Source: an optimization exercise on an open RTL-to-GDS flow (aim: small area and a short achievable clock period). Production flows keep margins and buffers that such runs may drop.
Only simulation tests tie the RTL to the original design; equivalence was not proved.
No activity file was given, so power comes from the tool's default toggle rates.

==> flow/design.v (excerpt) <==
module psum_buffer_top (
  input  logic        CLK,
  input  logic        RESETN,
  input  psum_buf_pkg::acc_params_t acc_params,
  input  psum_buf_pkg::psum_word_t  output_base_addr,
  input  psum_buf_pkg::psum_word_t  mem_ctrl,
  input  logic        act_valid,
  input  psum_buf_pkg::psum_word_t  m_axi_rdata,
  input  logic        m_axi_rvalid_rready,
  input  logic        txn_done,
  input  logic        axi_error,
  output psum_buf_pkg::psum_word_t  pe_status,
  output psum_buf_pkg::psum_word_t  in_psum_out,
  output logic        in_psum_valid,
  output psum_buf_pkg::psum_word_t  m_ar_addr,
  output logic        init_axi_rd_txn
);
Size: about 2200 flip-flops, about 230 I/O pins, about 79000 um^2 of cells after synthesis.
export LEC_CHECK = 0
export CAP_MARGIN = 20
export CORE_MARGIN = 2
export CORE_UTILIZATION = 60
export CTS_CLUSTER_DIAMETER = 100
export CTS_CLUSTER_SIZE = 25
export SETUP_SLACK_MARGIN = 2.5
export SLEW_MARGIN = 20
export TNS_END_PERCENT = 0
create_clock -name core_clock -period 4.5 [get_ports {CLK}]
standard.sh (not shown) runs the stock make flow with config.mk's settings and CLKGATE_MAP_FILE= SYNTH_SCRIPT=/design/flow/synth_recipe.tcl, a recipe that flattens the netlist after the stock synthesis.
==> flow/flow/run.sh <==
#!/bin/bash
set -euo pipefail
bash standard.sh "BUFFER_PORTS_ARGS=-buffer_cell sky130_fd_sc_hd__buf_4" finish > flow_make.log 2>&1
Edit:
--- a/flow/config.mk
+++ b/flow/config.mk
@@ -11,5 +11,5 @@
 export CTS_CLUSTER_DIAMETER = 100
 export CTS_CLUSTER_SIZE = 25
-export SETUP_SLACK_MARGIN = 2.5
+export SETUP_SLACK_MARGIN = 2.4
 export SLEW_MARGIN = 20
-export TNS_END_PERCENT = 0
+export TNS_END_PERCENT = 50
What happened:
- The changed run produced a clean layout
- via count goes up by about 2.7%
- die area does not change
- first-iteration DRC count climbs by 12%
- combinational power drops by 4.4%
Edit:
--- a/flow/config.mk
+++ b/flow/config.mk
@@ -8,8 +8,8 @@
 export CAP_MARGIN = 20
 export CORE_MARGIN = 2
-export CORE_UTILIZATION = 60
+export CORE_UTILIZATION = 70
 export CTS_CLUSTER_DIAMETER = 100
 export CTS_CLUSTER_SIZE = 25
-export SETUP_SLACK_MARGIN = 2.4
+export PLACE_DENSITY = 0.78
+export SETUP_SLACK_MARGIN = 2.0
 export SLEW_MARGIN = 20
-export TNS_END_PERCENT = 50
=> The changed run passed the timing, design-rule and antenna checks; power drops by 0.31%; combinational power climbs by about 3%; register-to-register slack got worse by 0.33 ns; worst hold slack improved by 0.019 ns; synthesized cell count is unchanged; via count drops by 1.6%.
Edit:
--- a/flow/config.mk
+++ b/flow/config.mk
@@ -8,8 +8,7 @@
 export CAP_MARGIN = 20
 export CORE_MARGIN = 2
-export CORE_UTILIZATION = 70
+export CORE_UTILIZATION = 60
 export CTS_CLUSTER_DIAMETER = 100
 export CTS_CLUSTER_SIZE = 25
-export PLACE_DENSITY = 0.78
-export SETUP_SLACK_MARGIN = 2.0
+export SETUP_SLACK_MARGIN = 2.4
 export SLEW_MARGIN = 20
Final area goes up by 4.9%.
Clock power is about the same.
Count of clock-buffer cells in the layout goes down by 3.
Sequential power hardly moves.
Global-route usage goes up by 1.9 points.
Total power goes up by 0.65%.
Worst hold slack degrades by 0.017 ns.

---

== build 40 ==
psum_buffer_top again, from the RTL that the note above started with.
export LEC_CHECK = 0
export ABC_CLOCK_PERIOD_IN_PS = 1500
export CAP_MARGIN = 20
export CORE_MARGIN = 2
export CORE_UTILIZATION = 60
export CTS_CLUSTER_DIAMETER = 100
export CTS_CLUSTER_SIZE = 25
export SETUP_SLACK_MARGIN = 2.0
export SLEW_MARGIN = 20
create_clock -name core_clock -period 4.5 [get_ports {CLK}]
Scripts as last shown in full above: flow/flow/run.sh
diff inputs: build 40 => build 98
Settings: clearing CTS_CLUSTER_SIZE, which used to be 25; clearing ABC_CLOCK_PERIOD_IN_PS, which used to be 1500; clearing CTS_CLUSTER_DIAMETER, which used to be 100.
Results
- [build 98] final worst-path cycle share rose 0.67 points relative to build 40
- Build 40 -> build 98: transition time at the pin with the least slew margin flat
- Top fanout value on the critical path (lower): build 40
- Of build 98 and build 40, the higher count of clock-buffer cells in the layout belongs to build 98.
- Hold slack came out lower on build 98 than on build 40.
- Taking build 40 as the reference, in build 98 total global routing track utilization higher; routed metal-1 wire length higher; fmax lower.
What build 5 does differently from build 98 at the input level:
Settings: an added CTS_CLUSTER_SIZE of 25; an added CTS_CLUSTER_DIAMETER of 100; a change of SETUP_SLACK_MARGIN from 2.0 to 2.4; a change of CORE_UTILIZATION from 60 to 55.
==> comparison <==
Worst hold slack after final layout came out higher on build 5 than on build 98. Delta(width of the die, build 5 - build 98) > 0. Going from build 98 to build 5, total buffers and inverters traversed by the critical path lost 1; synthesis-to-finish area growth fell 0.52 points; met2 usage in global routing went up; total die area rose about 9%; utilization now smaller. Relative to build 98, setup slack increased by 210 ps in build 5. From build 98 to build 5 the numbers moved as follows: global-route wire length before repair grew by about 13%, maximum frequency grew by about 9%.
[inputs] build 24 vs build 5
Settings: CORE_UTILIZATION: 55 -> 60; SETUP_SLACK_MARGIN: 2.4 -> 2.5.
--- outcome ---
Build 5 went all the way through synthesis, placement and routing and the layout is clean on timing, DRC and antenna. Build 24 went all the way through the flow, and no timing, DRC or antenna check failed. Non-clock buffer count (build 24 / build 5): 1.8. Any difference in routed metal-1 wirelength between build 24 and build 5 is small enough to ignore. Taking build 5 as the reference, in build 24 wire length of the first global-routing pass rose by 9.8%; final critical-path share of the clock period went up 0.58 points; count of buffer and inverter cells on the critical path picked up an extra 1; die outline area fell about 8%; count of clock-buffer cells in the layout has increased. Build 24: final critical-path setup slack is 26 ps lower than what build 5 reported. Lower total length of routed wires goes to build 5 over build 24. Build 5 → build 24: via count of the first global-routing pass rose about 7%; worst slack at placement rose 260 ps.

[afterwards: timing with drivers on the ports]
The flow's constraints put no driver on any port. The routed layouts listed below were extracted and timed again, unchanged, in two steps. Step 1 sets driving cells, clkbuf_16 on the clock port and buf_2 on the other inputs (assumed; they add their load-dependent delay and slew). Step 2 also shifts input and output timing later by t, the mid clock arrival at the registers, as if the neighbouring blocks saw the same clock. Three values: ideal, step 1, step 2; two values: the first two.
run	t, ns	setup WS [ns]	slew at the worst register clock pin (ns)
the first run of note 1	0.823	1.915 / 1.915 / 1.610	0.11 / 0.11
the second run of note 1	0.831	2.129 / 2.129 / 1.643	0.11 / 0.11
the third run of note 1	0.811	1.800 / 1.800 / 1.366	0.11 / 0.11
the fourth run of note 1	0.831	2.187 / 2.187 / 1.718	0.11 / 0.11
build 40	0.814	1.935 / 1.935 / 1.290	0.10 / 0.10
build 98	0.894	1.905 / 1.905 / 1.305	0.07 / 0.07
build 5	0.833	2.115 / 2.115 / 1.582	0.11 / 0.11
build 24	0.857	2.089 / 2.089 / 1.646	0.13 / 0.13
After both steps setup and hold are still met in every run listed. The setup slack of build 40, which loses most, moves by 0.000 ns with the drivers and by -0.645 ns with both steps.
